Source: an optimization exercise on an open RTL-to-GDS flow (aim: small area). Production flows keep margins and buffers that such runs may drop.
Function was not checked in any run shown here: the RTL went through the layout flow alone.

==> flow/design.v (outline; a module is shown in full before it is edited, if it fits) <==
// module muldiv_unit: 939 lines
module muldiv_unit #(
    parameter int unsigned MUL_CYCLES = 2,
    parameter int unsigned DIV_ITERS  = 32
) (
    input  logic        clk,
    input  logic        rst,
    input  logic        start,
    input  logic [1:0]  op,
    input  logic        flush,
    input  logic [31:0] srca,
    input  logic [31:0] srcb,
    output logic        stall,
    output logic        busy,
    output logic        done,
    output logic [31:0] hi,
    output logic [31:0] lo
);
  // ...
==> flow/flow/run.sh <==
#!/bin/bash
# Standard synthesis and layout (standard.sh), with faster port buffers than the
# resizer's default pick, and power recovery (downsizing of gates off the critical
# paths) after global routing.
set -euo pipefail
export BUFFER_PORTS_ARGS="-buffer_cell sky130_fd_sc_hd__buf_2"
export RECOVER_POWER=100
bash standard.sh synth > synth.log 2>&1
bash standard.sh finish > layout.log 2>&1
==> flow/standard.sh <==
#!/bin/bash
# synth_recipe.tcl (not shown) runs the flow's synth.tcl, then flattens the netlist and writes it again
# the make line also repeats each setting of config.mk as NAME=value (left out here)
make -C /OpenROAD-flow-scripts/flow DESIGN_CONFIG=/design/flow/config.mk WORK_HOME=/design/flow/orfs CLKGATE_MAP_FILE= SYNTH_SCRIPT=/design/flow/synth_recipe.tcl "${@:-finish}"
==> flow/config.mk <==
export PLATFORM = sky130hd
export DESIGN_NAME = muldiv_unit
export DESIGN_NICKNAME = muldiv_unit
export VERILOG_FILES = /design/flow/design.v
export SDC_FILE = /design/flow/constraint.sdc
export NUM_CORES = 4
export LEC_CHECK = 0
export CAP_MARGIN = 20
export CORE_MARGIN = 2
export CORE_UTILIZATION = 50
export CTS_BUF_LIST = sky130_fd_sc_hd__clkbuf_8
export PLACE_DENSITY = 0.7
export SLEW_MARGIN = 20
==> flow/constraint.sdc <==
create_clock -name core_clock -period 10.5 [get_ports {clk}]
set_input_delay 2.1000 -clock core_clock [delete_from_list [all_inputs] [get_ports {clk}]]
set_output_delay 2.1000 -clock core_clock [all_outputs]
set_load 0.01 [all_outputs]
==> out/metrics.csv, run 1 <==
metric;value;unit
status;no timing/DRC/antenna violations;
Register Area;1843;µm²
Max stage delay cell, worst path;fa_1;
Final Wtd Congestion;0.9981;
Seq cells;92;
critical path depth;31;
initial antenna violation count;6;
synth-to-layout area growth;17.01;%
Pre-antenna DRT Iters;6;
Synth Area in Adders;25.34;%
FF-to-FF setup slack;2.97;ns
Crit path arrival time;8.23;ns
biggest regs;h_q (34), l_q (32), xw_q (13);
vias in the first global route;16530;
sequential area share after synthesis;10.94;%
multi-input logic area;14120;µm²
GR peak layer;met2;
most numerous cell in the Yosys netlist;nand2_1;
CTS Buf Count;9;
CTS tree;yes;
Startpoint Class;input port;
final hold slack;0.4685;ns
clock tree buffer depth;2;
Final nets;2657;
final instance area;19710;µm²
mux cell area share after synthesis;1.687;%
post-synth cell types;72;
wire length on met1;25.93;mm
global-route wire length before repair;95.98;mm
Most flops, register;h_q;
==> inputs of run 2 (changes only) <==
--- a/flow/design.v
+++ b/flow/design.v
@@ -39,32 +39,34 @@
     assign div_abs   = act_q & p0_q;
     assign div_end   = act_q & e33_q;
     assign div_last  = div_q & act_q & e34_q;
     function automatic logic [2:0] booth(input logic [2:0] x);
         booth[0] = x[1] ^ x[0];                                             
         booth[1] = (x[2] & ~x[1] & ~x[0]) | (~x[2] & x[1] & x[0]);           
         booth[2] = x[2];                                                    
     endfunction
-    logic [12:0] xw0, xwn, xw_q, xw;
-    logic [17:0] enc;
+    logic [12:0] xw0, xwn;
+    logic [17:0] enc0, encn, enc_q;
     logic        div_q;           
     logic        sa_q, sb_q;      
     assign xw0 = {xa[11:0], 1'b0};
     assign xwn = ph0 ? xa[23:11] : xa[35:23];
-    assign xw = ph0 ? xw0 : xw_q;
     always_comb begin
-        for (int j = 0; j < 6; j++) enc[3*j +: 3] = booth(xw[2*j +: 3]);
+        for (int j = 0; j < 6; j++) begin
+            enc0[3*j +: 3] = booth(xw0[2*j +: 3]);
+            encn[3*j +: 3] = is_div ? 3'b000 : booth(xwn[2*j +: 3]);
+        end
     end
     logic [5:0] rone, rtwo, rsgn, rneg;
     always_comb begin
         for (int j = 0; j < 6; j++) begin
-            rone[j] = enc[3*j];
-            rtwo[j] = enc[3*j+1];
-            rsgn[j] = enc[3*j+2];
+            rone[j] = ph0 ? enc0[3*j]   : enc_q[3*j];
+            rtwo[j] = ph0 ? enc0[3*j+1] : enc_q[3*j+1];
+            rsgn[j] = ph0 ? enc0[3*j+2] : enc_q[3*j+2];
         end
         if (~ph0 & div_q) begin
             rone[0] = ~div_last & ~div_abs;
             rtwo[0] = div_last & h_q[33];
             rsgn[0] = div_last ? (sb_q ^ sa_q) : ~(h_q[33] ^ sb_q);
         end
         for (int j = 0; j < 6; j++) rneg[j] = rsgn[j] | ~(rone[j] | rtwo[j]);
     end
@@ -483,16 +485,272 @@
     logic s391;
     logic c392;
     logic s393;
     logic c394;
     logic s395;
     logic c396;
     logic s397;
     logic c398;
+    logic g399;
+    logic p400;
+    logic g401;
+    logic p402;
+    logic g403;
+    logic p404;
+    logic g405;
+    logic p406;
+    logic g407;
+    logic p408;
+    logic g409;
+    logic p410;
+    logic g411;
+    logic p412;
+    logic g413;
+    logic p414;
+    logic g415;
+    logic p416;
+    logic g417;
+    logic p418;
+    logic g419;
+    logic p420;
+    logic g421;
+    logic p422;
+    logic g423;
+    logic p424;
+    logic g425;
+    logic p426;
+    logic g427;
+    logic p428;
+    logic g429;
+    logic p430;
+    logic g431;
+    logic p432;
+    logic g433;
+    logic p434;
+    logic g435;
+    logic p436;
+    logic g437;
+    logic p438;
+    logic g439;
+    logic p440;
+    logic g441;
+    logic p442;
+    logic g443;
+    logic p444;
+    logic g445;
+    logic p446;
+    logic g447;
+    logic p448;
+    logic g449;
+    logic p450;
+    logic g451;
+    logic p452;
+    logic g453;
+    logic p454;
+    logic g455;
+    logic p456;
+    logic g457;
+    logic p458;
+    logic g459;
+    logic p460;
+    logic g461;
+    logic p462;
+    logic g463;
+    logic p464;
+    logic g465;
+    logic p466;
+    logic g467;
+    logic p468;
+    logic g469;
+    logic p470;
+    logic g471;
+    logic p472;
+    logic g473;
+    logic p474;
+    logic g475;
+    logic p476;
+    logic g477;
+    logic p478;
+    logic g479;
+    logic p480;
+    logic g481;
+    logic p482;
+    logic g483;
+    logic p484;
+    logic g485;
+    logic p486;
+    logic g487;
+    logic p488;
+    logic g489;
+    logic p490;
+    logic g491;
+    logic p492;
+    logic g493;
+    logic p494;
+    logic g495;
+    logic p496;
+    logic g497;
+    logic p498;
+    logic g499;
+    logic p500;
+    logic g501;
+    logic p502;
+    logic g503;
+    logic p504;
+    logic g505;
+    logic p506;
+    logic g507;
+    logic p508;
+    logic g509;
+    logic p510;
+    logic g511;
+    logic p512;
+    logic g513;
+    logic p514;
+    logic g515;
+    logic p516;
+    logic g517;
+    logic p518;
+    logic g519;
+    logic p520;
+    logic g521;
+    logic p522;
+    logic g523;
+    logic p524;
+    logic g525;
+    logic p526;
+    logic g527;
+    logic p528;
+    logic g529;
+    logic p530;
+    logic g531;
+    logic p532;
+    logic g533;
+    logic p534;
+    logic g535;
+    logic p536;
+    logic g537;
+    logic p538;
+    logic g539;
+    logic p540;
+    logic g541;
+    logic p542;
+    logic g543;
+    logic p544;
+    logic g545;
+    logic p546;
+    logic g547;
+    logic p548;
+    logic g549;
+    logic p550;
+    logic g551;
+    logic p552;
+    logic g553;
+    logic p554;
+    logic g555;
+    logic p556;
+    logic g557;
+    logic p558;
+    logic g559;
+    logic p560;
+    logic g561;
+    logic p562;
+    logic g563;
+    logic p564;
+    logic g565;
+    logic p566;
+    logic g567;
+    logic p568;
+    logic g569;
+    logic p570;
+    logic g571;
+    logic p572;
+    logic g573;
+    logic p574;
+    logic g575;
+    logic p576;
+    logic g577;
+    logic p578;
+    logic g579;
+    logic p580;
+    logic g581;
+    logic p582;
+    logic g583;
+    logic p584;
+    logic g585;
+    logic p586;
+    logic g587;
+    logic p588;
+    logic g589;
+    logic p590;
+    logic g591;
+    logic p592;
+    logic g593;
+    logic p594;
+    logic g595;
+    logic p596;
+    logic g597;
+    logic p598;
+    logic g599;
+    logic p600;
+    logic g601;
+    logic p602;
+    logic g603;
+    logic p604;
+    logic g605;
+    logic p606;
+    logic g607;
+    logic p608;
+    logic g609;
+    logic p610;
+    logic g611;
+    logic p612;
+    logic g613;
+    logic p614;
+    logic g615;
+    logic p616;
+    logic g617;
+    logic p618;
+    logic g619;
+    logic p620;
+    logic g621;
+    logic p622;
+    logic g623;
+    logic p624;
+    logic g625;
+    logic p626;
+    logic g627;
+    logic p628;
+    logic g629;
+    logic p630;
+    logic g631;
+    logic p632;
+    logic g633;
+    logic p634;
+    logic g635;
+    logic p636;
+    logic g637;
+    logic p638;
+    logic g639;
+    logic p640;
+    logic g641;
+    logic p642;
+    logic g643;
+    logic p644;
+    logic g645;
+    logic p646;
+    logic g647;
+    logic p648;
+    logic g649;
+    logic p650;
+    logic g651;
+    logic p652;
+    logic g653;
+    logic p654;
     assign s1 = acc[8] ^ ppx0[8] ^ ppx1[6];
     assign c2 = (acc[8] & ppx0[8]) | (ppx1[6] & (acc[8] ^ ppx0[8]));
     assign s3 = acc[9] ^ ppx0[9] ^ ppx1[7];
     assign c4 = (acc[9] & ppx0[9]) | (ppx1[7] & (acc[9] ^ ppx0[9]));
     assign s5 = acc[10] ^ ppx0[10] ^ ppx1[8];
     assign c6 = (acc[10] & ppx0[10]) | (ppx1[8] & (acc[10] ^ ppx0[10]));
     assign s7 = ppx2[6] ^ ppx3[4] ^ ppx4[2];
     assign c8 = (ppx2[6] & ppx3[4]) | (ppx4[2] & (ppx2[6] ^ ppx3[4]));
@@ -883,17 +1141,318 @@
     assign s393 = c312 ^ s313;
     assign c394 = c312 & s313;
     assign s395 = c314 ^ ~ppx4[33] ^ ppx5[31];
     assign c396 = (c314 & ~ppx4[33]) | (ppx5[31] & (c314 ^ ~ppx4[33]));
     assign s397 = ppx5[32] ^ 1'b1;
     assign c398 = ppx5[32] & 1'b1;
     assign cpa_a = {1'b1, 1'b1, c398, c396, c394, c392, c390, c388, c386, c384, c382, c380, c378, c376, c374, c372, c370, c368, c366, c364, c362, c360, c358, c356, c354, c352, c350, c348, c346, c344, c342, c340, c338, c336, c334, c332, c330, c328, c326, c324, c322, c320, c318, c316, s315, s235};
     assign cpa_b = {1'b0, 1'b0, ~ppx5[33], s397, s395, s393, s391, s389, s387, s385, s383, s381, s379, s377, s375, s373, s371, s369, s367, s365, s363, s361, s359, s357, s355, s353, s351, s349, s347, s345, s343, s341, s339, s337, s335, s333, s331, s329, s327, s325, s323, s321, s319, s317, 1'b0, cin};
-    assign t = cpa_a + cpa_b;
+    assign g399 = (cpa_a[0] & cpa_b[0]);
+    assign p400 = (cpa_a[0] ^ cpa_b[0]);
+    assign g401 = (cpa_a[1] & cpa_b[1]);
+    assign p402 = (cpa_a[1] ^ cpa_b[1]);
+    assign g403 = (cpa_a[2] & cpa_b[2]);
+    assign p404 = (cpa_a[2] ^ cpa_b[2]);
+    assign g405 = (cpa_a[3] & cpa_b[3]);
+    assign p406 = (cpa_a[3] ^ cpa_b[3]);
+    assign g407 = (cpa_a[4] & cpa_b[4]);
+    assign p408 = (cpa_a[4] ^ cpa_b[4]);
+    assign g409 = (cpa_a[5] & cpa_b[5]);
+    assign p410 = (cpa_a[5] ^ cpa_b[5]);
+    assign g411 = (cpa_a[6] & cpa_b[6]);
+    assign p412 = (cpa_a[6] ^ cpa_b[6]);
+    assign g413 = (cpa_a[7] & cpa_b[7]);
+    assign p414 = (cpa_a[7] ^ cpa_b[7]);
+    assign g415 = (cpa_a[8] & cpa_b[8]);
+    assign p416 = (cpa_a[8] ^ cpa_b[8]);
+    assign g417 = (cpa_a[9] & cpa_b[9]);
+    assign p418 = (cpa_a[9] ^ cpa_b[9]);
+    assign g419 = (cpa_a[10] & cpa_b[10]);
+    assign p420 = (cpa_a[10] ^ cpa_b[10]);
+    assign g421 = (cpa_a[11] & cpa_b[11]);
+    assign p422 = (cpa_a[11] ^ cpa_b[11]);
+    assign g423 = (cpa_a[12] & cpa_b[12]);
+    assign p424 = (cpa_a[12] ^ cpa_b[12]);
+    assign g425 = (cpa_a[13] & cpa_b[13]);
+    assign p426 = (cpa_a[13] ^ cpa_b[13]);
+    assign g427 = (cpa_a[14] & cpa_b[14]);
+    assign p428 = (cpa_a[14] ^ cpa_b[14]);
+    assign g429 = (cpa_a[15] & cpa_b[15]);
+    assign p430 = (cpa_a[15] ^ cpa_b[15]);
+    assign g431 = (cpa_a[16] & cpa_b[16]);
+    assign p432 = (cpa_a[16] ^ cpa_b[16]);
+    assign g433 = (cpa_a[17] & cpa_b[17]);
+    assign p434 = (cpa_a[17] ^ cpa_b[17]);
+    assign g435 = (cpa_a[18] & cpa_b[18]);
+    assign p436 = (cpa_a[18] ^ cpa_b[18]);
+    assign g437 = (cpa_a[19] & cpa_b[19]);
+    assign p438 = (cpa_a[19] ^ cpa_b[19]);
+    assign g439 = (cpa_a[20] & cpa_b[20]);
+    assign p440 = (cpa_a[20] ^ cpa_b[20]);
+    assign g441 = (cpa_a[21] & cpa_b[21]);
+    assign p442 = (cpa_a[21] ^ cpa_b[21]);
+    assign g443 = (cpa_a[22] & cpa_b[22]);
+    assign p444 = (cpa_a[22] ^ cpa_b[22]);
+    assign g445 = (cpa_a[23] & cpa_b[23]);
+    assign p446 = (cpa_a[23] ^ cpa_b[23]);
+    assign g447 = (cpa_a[24] & cpa_b[24]);
+    assign p448 = (cpa_a[24] ^ cpa_b[24]);
+    assign g449 = (cpa_a[25] & cpa_b[25]);
+    assign p450 = (cpa_a[25] ^ cpa_b[25]);
+    assign g451 = (cpa_a[26] & cpa_b[26]);
+    assign p452 = (cpa_a[26] ^ cpa_b[26]);
+    assign g453 = (cpa_a[27] & cpa_b[27]);
+    assign p454 = (cpa_a[27] ^ cpa_b[27]);
+    assign g455 = (cpa_a[28] & cpa_b[28]);
+    assign p456 = (cpa_a[28] ^ cpa_b[28]);
+    assign g457 = (cpa_a[29] & cpa_b[29]);
+    assign p458 = (cpa_a[29] ^ cpa_b[29]);
+    assign g459 = (cpa_a[30] & cpa_b[30]);
+    assign p460 = (cpa_a[30] ^ cpa_b[30]);
+    assign g461 = (cpa_a[31] & cpa_b[31]);
+    assign p462 = (cpa_a[31] ^ cpa_b[31]);
+    assign g463 = (cpa_a[32] & cpa_b[32]);
+    assign p464 = (cpa_a[32] ^ cpa_b[32]);
+    assign g465 = (cpa_a[33] & cpa_b[33]);
+    assign p466 = (cpa_a[33] ^ cpa_b[33]);
+    assign g467 = (cpa_a[34] & cpa_b[34]);
+    assign p468 = (cpa_a[34] ^ cpa_b[34]);
+    assign g469 = (cpa_a[35] & cpa_b[35]);
+    assign p470 = (cpa_a[35] ^ cpa_b[35]);
+    assign g471 = (cpa_a[36] & cpa_b[36]);
+    assign p472 = (cpa_a[36] ^ cpa_b[36]);
+    assign g473 = (cpa_a[37] & cpa_b[37]);
+    assign p474 = (cpa_a[37] ^ cpa_b[37]);
+    assign g475 = (cpa_a[38] & cpa_b[38]);
+    assign p476 = (cpa_a[38] ^ cpa_b[38]);
+    assign g477 = (cpa_a[39] & cpa_b[39]);
+    assign p478 = (cpa_a[39] ^ cpa_b[39]);
+    assign g479 = (cpa_a[40] & cpa_b[40]);
+    assign p480 = (cpa_a[40] ^ cpa_b[40]);
+    assign g481 = (cpa_a[41] & cpa_b[41]);
+    assign p482 = (cpa_a[41] ^ cpa_b[41]);
+    assign g483 = (cpa_a[42] & cpa_b[42]);
+    assign p484 = (cpa_a[42] ^ cpa_b[42]);
+    assign g485 = (cpa_a[43] & cpa_b[43]);
+    assign p486 = (cpa_a[43] ^ cpa_b[43]);
+    assign g487 = (cpa_a[44] & cpa_b[44]);
+    assign p488 = (cpa_a[44] ^ cpa_b[44]);
+    assign g489 = (cpa_a[45] & cpa_b[45]);
+    assign p490 = (cpa_a[45] ^ cpa_b[45]);
+    assign g491 = g401 | (p402 & g399);
+    assign p492 = p402 & p400;
+    assign g493 = g405 | (p406 & g403);
+    assign p494 = p406 & p404;
+    assign g495 = g409 | (p410 & g407);
+    assign p496 = p410 & p408;
+    assign g497 = g413 | (p414 & g411);
+    assign p498 = p414 & p412;
+    assign g499 = g417 | (p418 & g415);
+    assign p500 = p418 & p416;
+    assign g501 = g421 | (p422 & g419);
+    assign p502 = p422 & p420;
+    assign g503 = g425 | (p426 & g423);
+    assign p504 = p426 & p424;
+    assign g505 = g429 | (p430 & g427);
+    assign p506 = p430 & p428;
+    assign g507 = g433 | (p434 & g431);
+    assign p508 = p434 & p432;
+    assign g509 = g437 | (p438 & g435);
+    assign p510 = p438 & p436;
+    assign g511 = g441 | (p442 & g439);
+    assign p512 = p442 & p440;
+    assign g513 = g445 | (p446 & g443);
+    assign p514 = p446 & p444;
+    assign g515 = g449 | (p450 & g447);
+    assign p516 = p450 & p448;
+    assign g517 = g453 | (p454 & g451);
+    assign p518 = p454 & p452;
+    assign g519 = g457 | (p458 & g455);
+    assign p520 = p458 & p456;
+    assign g521 = g461 | (p462 & g459);
+    assign p522 = p462 & p460;
+    assign g523 = g465 | (p466 & g463);
+    assign p524 = p466 & p464;
+    assign g525 = g469 | (p470 & g467);
+    assign p526 = p470 & p468;
+    assign g527 = g473 | (p474 & g471);
+    assign p528 = p474 & p472;
+    assign g529 = g477 | (p478 & g475);
+    assign p530 = p478 & p476;
+    assign g531 = g481 | (p482 & g479);
+    assign p532 = p482 & p480;
+    assign g533 = g485 | (p486 & g483);
+    assign p534 = p486 & p484;
+    assign g535 = g489 | (p490 & g487);
+    assign p536 = p490 & p488;
+    assign g537 = g493 | (p494 & g491);
+    assign p538 = p494 & p492;
+    assign g539 = g497 | (p498 & g495);
+    assign p540 = p498 & p496;
+    assign g541 = g501 | (p502 & g499);
+    assign p542 = p502 & p500;
+    assign g543 = g505 | (p506 & g503);
+    assign p544 = p506 & p504;
+    assign g545 = g509 | (p510 & g507);
+    assign p546 = p510 & p508;
+    assign g547 = g513 | (p514 & g511);
+    assign p548 = p514 & p512;
+    assign g549 = g517 | (p518 & g515);
+    assign p550 = p518 & p516;
+    assign g551 = g521 | (p522 & g519);
+    assign p552 = p522 & p520;
+    assign g553 = g525 | (p526 & g523);
+    assign p554 = p526 & p524;
+    assign g555 = g529 | (p530 & g527);
+    assign p556 = p530 & p528;
+    assign g557 = g533 | (p534 & g531);
+    assign p558 = p534 & p532;
+    assign g559 = g539 | (p540 & g537);
+    assign p560 = p540 & p538;
+    assign g561 = g543 | (p544 & g541);
+    assign p562 = p544 & p542;
+    assign g563 = g547 | (p548 & g545);
+    assign p564 = p548 & p546;
+    assign g565 = g551 | (p552 & g549);
+    assign p566 = p552 & p550;
+    assign g567 = g555 | (p556 & g553);
+    assign p568 = p556 & p554;
+    assign g569 = g561 | (p562 & g559);
+    assign p570 = p562 & p560;
+    assign g571 = g565 | (p566 & g563);
+    assign p572 = p566 & p564;
+    assign g573 = g571 | (p572 & g569);
+    assign p574 = p572 & p570;
+    assign g575 = g563 | (p564 & g569);
+    assign p576 = p564 & p570;
+    assign g577 = g567 | (p568 & g573);
+    assign p578 = p568 & p574;
+    assign g579 = g541 | (p542 & g559);
+    assign p580 = p542 & p560;
+    assign g581 = g545 | (p546 & g569);
+    assign p582 = p546 & p570;
+    assign g583 = g549 | (p550 & g575);
+    assign p584 = p550 & p576;
+    assign g585 = g553 | (p554 & g573);
+    assign p586 = p554 & p574;
+    assign g587 = g557 | (p558 & g577);
+    assign p588 = p558 & p578;
+    assign g589 = g495 | (p496 & g537);
+    assign p590 = p496 & p538;
+    assign g591 = g499 | (p500 & g559);
+    assign p592 = p500 & p560;
+    assign g593 = g503 | (p504 & g579);
+    assign p594 = p504 & p580;
+    assign g595 = g507 | (p508 & g569);
+    assign p596 = p508 & p570;
+    assign g597 = g511 | (p512 & g581);
+    assign p598 = p512 & p582;
+    assign g599 = g515 | (p516 & g575);
+    assign p600 = p516 & p576;
+    assign g601 = g519 | (p520 & g583);
+    assign p602 = p520 & p584;
+    assign g603 = g523 | (p524 & g573);
+    assign p604 = p524 & p574;
+    assign g605 = g527 | (p528 & g585);
+    assign p606 = p528 & p586;
+    assign g607 = g531 | (p532 & g577);
+    assign p608 = p532 & p578;
+    assign g609 = g535 | (p536 & g587);
+    assign p610 = p536 & p588;
+    assign g611 = g403 | (p404 & g491);
+    assign p612 = p404 & p492;
+    assign g613 = g407 | (p408 & g537);
+    assign p614 = p408 & p538;
+    assign g615 = g411 | (p412 & g589);
+    assign p616 = p412 & p590;
+    assign g617 = g415 | (p416 & g559);
+    assign p618 = p416 & p560;
+    assign g619 = g419 | (p420 & g591);
+    assign p620 = p420 & p592;
+    assign g621 = g423 | (p424 & g579);
+    assign p622 = p424 & p580;
+    assign g623 = g427 | (p428 & g593);
+    assign p624 = p428 & p594;
+    assign g625 = g431 | (p432 & g569);
+    assign p626 = p432 & p570;
+    assign g627 = g435 | (p436 & g595);
+    assign p628 = p436 & p596;
+    assign g629 = g439 | (p440 & g581);
+    assign p630 = p440 & p582;
+    assign g631 = g443 | (p444 & g597);
+    assign p632 = p444 & p598;
+    assign g633 = g447 | (p448 & g575);
+    assign p634 = p448 & p576;
+    assign g635 = g451 | (p452 & g599);
+    assign p636 = p452 & p600;
+    assign g637 = g455 | (p456 & g583);
+    assign p638 = p456 & p584;
+    assign g639 = g459 | (p460 & g601);
+    assign p640 = p460 & p602;
+    assign g641 = g463 | (p464 & g573);
+    assign p642 = p464 & p574;
+    assign g643 = g467 | (p468 & g603);
+    assign p644 = p468 & p604;
+    assign g645 = g471 | (p472 & g585);
+    assign p646 = p472 & p586;
+    assign g647 = g475 | (p476 & g605);
+    assign p648 = p476 & p606;
+    assign g649 = g479 | (p480 & g577);
+    assign p650 = p480 & p578;
+    assign g651 = g483 | (p484 & g607);
+    assign p652 = p484 & p608;
+    assign g653 = g487 | (p488 & g587);
+    assign p654 = p488 & p588;
+    assign t[0] = p400;
+    assign t[1] = p402 ^ g399;
+    assign t[2] = p404 ^ g491;
+    assign t[3] = p406 ^ g611;
+    assign t[4] = p408 ^ g537;
+    assign t[5] = p410 ^ g613;
+    assign t[6] = p412 ^ g589;
+    assign t[7] = p414 ^ g615;
+    assign t[8] = p416 ^ g559;
+    assign t[9] = p418 ^ g617;
+    assign t[10] = p420 ^ g591;
+    assign t[11] = p422 ^ g619;
+    assign t[12] = p424 ^ g579;
+    assign t[13] = p426 ^ g621;
+    assign t[14] = p428 ^ g593;
+    assign t[15] = p430 ^ g623;
+    assign t[16] = p432 ^ g569;
+    assign t[17] = p434 ^ g625;
+    assign t[18] = p436 ^ g595;
+    assign t[19] = p438 ^ g627;
+    assign t[20] = p440 ^ g581;
+    assign t[21] = p442 ^ g629;
+    assign t[22] = p444 ^ g597;
+    assign t[23] = p446 ^ g631;
+    assign t[24] = p448 ^ g575;
+    assign t[25] = p450 ^ g633;
+    assign t[26] = p452 ^ g599;
+    assign t[27] = p454 ^ g635;
+    assign t[28] = p456 ^ g583;
+    assign t[29] = p458 ^ g637;
+    assign t[30] = p460 ^ g601;
+    assign t[31] = p462 ^ g639;
+    assign t[32] = p464 ^ g573;
+    assign t[33] = p466 ^ g641;
+    assign t[34] = p468 ^ g603;
+    assign t[35] = p470 ^ g643;
+    assign t[36] = p472 ^ g585;
+    assign t[37] = p474 ^ g645;
+    assign t[38] = p476 ^ g605;
+    assign t[39] = p478 ^ g647;
+    assign t[40] = p480 ^ g577;
+    assign t[41] = p482 ^ g649;
+    assign t[42] = p484 ^ g607;
+    assign t[43] = p486 ^ g651;
+    assign t[44] = p488 ^ g587;
+    assign t[45] = p490 ^ g653;
     logic [31:0] q_out, r_out;
     assign r_out = t[32:1];
     logic        qneg;
     logic [31:0] lor;
     assign qneg = is_signed & (srca[31] ^ srcb[31]) & ~bzero;
     always_comb begin
         lor[0] = 1'b0;
         for (int i = 1; i < 32; i++) lor[i] = lor[i-1] | l_q[i-1];
@@ -906,17 +1465,17 @@
             act_q <= 1'b0;
         end else begin
             act_q <= start & ~flush & ~done_c;
         end
         cnt_q <= act_q ? cnt_q + 6'd1 : 6'd1;
         p0_q  <= ~act_q;
         e33_q <= act_q & (cnt_q == 6'd32);
         e34_q <= act_q & (cnt_q == 6'd33);
-        xw_q  <= is_div ? 13'd0 : xwn;
+        enc_q <= encn;
         div_q <= is_div;
         sa_q  <= sa;
         sb_q  <= sb;
         if (is_div) begin
             if (ph0) begin
                 h_q <= {2'b00, srca};
                 l_q <= {l_q[30:0], ~t[33]};
             end else if (div_abs) begin
==> flow/flow/run.sh (replaced) <==
#!/bin/bash
# Standard synthesis and layout (standard.sh), with faster port buffers than the
# resizer's default pick, so the input-to-output paths of the last multiply pass
# need less timing repair.
set -euo pipefail
export BUFFER_PORTS_ARGS="-buffer_cell sky130_fd_sc_hd__buf_2"
bash standard.sh synth > synth.log 2>&1
bash standard.sh finish > layout.log 2>&1
==> flow/config.mk (replaced) <==
export PLATFORM = sky130hd
export DESIGN_NAME = muldiv_unit
export DESIGN_NICKNAME = muldiv_unit
export VERILOG_FILES = /design/flow/design.v
export SDC_FILE = /design/flow/constraint.sdc
export NUM_CORES = 4
export LEC_CHECK = 0
export CAP_MARGIN = 20
export CORE_MARGIN = 2
export CORE_UTILIZATION = 50
export SLEW_MARGIN = 20
==> run 2 against run 1 <==
Compared with the run above: still clean; final cell count shrank 8.0%; synthesized cell count shrank 8.6%; setup slack lost 0.066 ns; die area shrank 4.5%; design area shrank 3.3%.
==> out/metrics.csv, run 2 <==
metric;value;unit;change
max incr delay on CP;0.54;ns;
post-synth cell types;66;;-8.3%
most numerous cell in the Yosys netlist;inv_1;;
Post-Route WL;55.23;mm;
Peak Freq;96.17;MHz;
Buf/Inv on CP;9;;
crit path time final;10.40;ns;
cell taking the most area after synthesis;fa_1;;
number of remaining DRC errors;0;;
syn_nets;2328;;
vias in the first global route;15030;;-9.1%
Synth Flop Type;dfxtp_1;;
Iteration-0 DRC Markers;1182;;
clock tree buffer depth;2;;unchanged
Syn. warnings;3;;
Max stage delay cell, worst path;fa_1;;
multi-input logic area;12930;µm²;-8.4%
Hold Vio Cnt, Final;0;;
global-route wire length before repair;85.88;mm;-11%
Syn Area/Cell;8.064;µm²;
max cap viols;0;;
Most flops, register;h_q;;
final cycle utilization of the critical path;99.03;%;
die area;33580;µm²;
largest net degree at the start of global routing;135;;
chip height;183.2;µm;
commonest non-fill, non-tap cell in the layout;inv_1;;
Gate Count Post-Synth;1992;;
clock slew at reported path FFs;0.07;ns;
antenna viol nets, final;0;;
top post-synthesis cells by count;286 x inv_1, 232 x xnor2_1, 181 x fa_1;;
clk_skew;0.01895;ns;
CTS tree;yes;;
Port Buffers;136;;
biggest regs;h_q (34), l_q (32), enc_q (18);;
Worst Tran Pin Value;0.9912;ns;
Vias;15000;;
max-slew violation count;0;;
synth-to-layout area growth;18.59;%;
Tot GR Track Use;33.48;%;
CP top delay family;adder cells;;
dpl hpwl;45.18;mm;
Post-Layout Cell Count;2579;;
Register Area;1946;µm²;+5.6%
IO Count;137;;
Cells after DPL;2544;;
Post-Syn Area;16060;µm²;
Startpoint Class;input port;;
H-tree levels;3;;
cell mode on critical path;fa_1;;
kind of critical path;input port to primary output;;
clock sink count;97;;
Vias/cell;5.815;;
worst min-delay path class;flip-flop to flip-flop;;
Root Buffer;clkbuf_16;;
Final nets;2507;;-5.6%
worst-path maximum fanout;10;;
Final Wtd Congestion;0.9710;;-2.7%
Pre-antenna DRT Iters;5;;-1
max_slew headroom;33.92;%;
Crit path arrival time;8.30;ns;+0.07 ns
EDFF count, synth;0;;
post-synth top area share;22.56;%;
Synth area leaders;fa_1 23%, xnor2_1 13%, dfxtp_1 12%;;
fillers;2944;;
Die X;183.2;µm;
Setup crit end kind;primary output;;
final setup fails;0;;
clk latency of the worst-skew pair;0.37;ns;
DR WL/cell;21.41;µm;
register bit count reported by yosys;97;;
layout cells sized above 1;19.94;%;
initial antenna violation count;1;;-5
sequential area share after synthesis;12.09;%;+1.2 points
ys async rst share;0;%;
final hold slack;0.4520;ns;-0.01659 ns
CTS Buf Count;9;;unchanged
WP data required;8.40;ns;
total grt overflow;0;;
commonest cells after routing, fill and taps aside;286 x inv_1, 228 x xnor2_1, 173 x fa_1;;
max reg flops;34;;
status;no timing/DRC/antenna violations;;
Core Region;31560;µm²;
starting density of the core;50.90;%;
unrepaired setup endpoints after global routing;yes;;
row count;65;;
-- run 2: cell count changes after synthesis, moves of 22 or more --
cell      change
a21oi_1      -26
o22ai_1      +59
a21o_1       -23
o22a_1       +87
inv_1       +119
clkbuf_1     -54
o221ai_1    -106
a22o_1       -22
nand2_1     -131
-- run 2: per-layer routing --
metal	global-route usage [%]	part of all wire, %
met1	47.20	43
met2	52.20	45
met3	5.322	8.4
met4	11.78	3.3
met5	0	0
-- run 2: worst paths after layout --
path | startpoint | end | slack (ns) | cells after the start
min | cnt_q[0] | cnt_q[0] | 0.45 | 1
min reg2reg | cnt_q[0] | cnt_q[0] | 0.45 | 1
max | srca[7] | hi[25] | 0.10 | 27
max reg2reg | h_q[33] | h_q[22] | 3.14 | 31
-- run 2: logic make-up after synthesis --
family / after synthesis / share of synthesized area [%]
AO/OA/AOI/OAI: 504 / 20.07
AND/OR/NAND/NOR: 357 / 10.22
adder cells (fa/ha/maj): 266 / 29.18
flip-flops: 97 / 12.09
buffers and inverters: 439 / 10.31
multiplexers: 20 / 1.293
XOR/XNOR: 309 / 16.85
-- run 2: metrics by stage --
stage          setup TNS [ns]  utilization [%]  area (µm²)  setup WS (ns)
2_1_floorplan               0                -       16060       0.008763
5_1_grt               -0.8868            60.36       19050        -0.1371
6_report                    0            60.36       19050         0.1023
3_3_place_gp           -1.636            57.70       18210        -0.2780
4_1_cts                     0            58.95       18600       0.004836
3_5_place_dp           -2.095            57.70       18210        -0.3291
-- run 2: area by class of cell --
cell class,count,area share (%)
diodes,1,0.01314
clock buffers,10,1.202
clock inverters,6,0.3941
inverters,287,5.656
multi-input cells,1456,67.89
flip-flops and latches,97,10.21
well taps,402,2.641
repair buffers,320,11.99
-- run 2: what timing repair did --
action	CTS	global route
endpoints found under the setup margin	17	23
pin swaps	0	11
hold buffers	0	0
setup buffers	2	16
resized for setup	19	76
endpoints found under the hold margin	0	0

[afterwards: timing with drivers on the ports]
Ports are ideal in the flow. The routed layouts listed here were re-timed in OpenROAD.
Step 1 (the two cells are an assumption about what drives the block):
set clk [get_ports {clk}]
set_driving_cell -lib_cell sky130_fd_sc_hd__clkbuf_16 $clk
set_driving_cell -lib_cell sky130_fd_sc_hd__buf_2 [delete_from_list [all_inputs] $clk]
Step 2 adds t to the input delays and takes it off the output delays; t is the mean of the earliest and latest rising clock arrival at the registers after step 1. Input paths then give back, and output paths get back, about the clock's delay inside the block.
a / b / c = ideal ports / drivers / drivers and shift; a / b = the first two.
run	shift t [ns]	slack for setup (ns)	worst register clock-pin slew, ns
run 1	0.420	0.169 / 0.147 / 0.147	0.10 / 0.10
run 2	0.407	0.102 / 0.080 / 0.080	0.09 / 0.09
After both steps setup and hold are still met in every run listed.
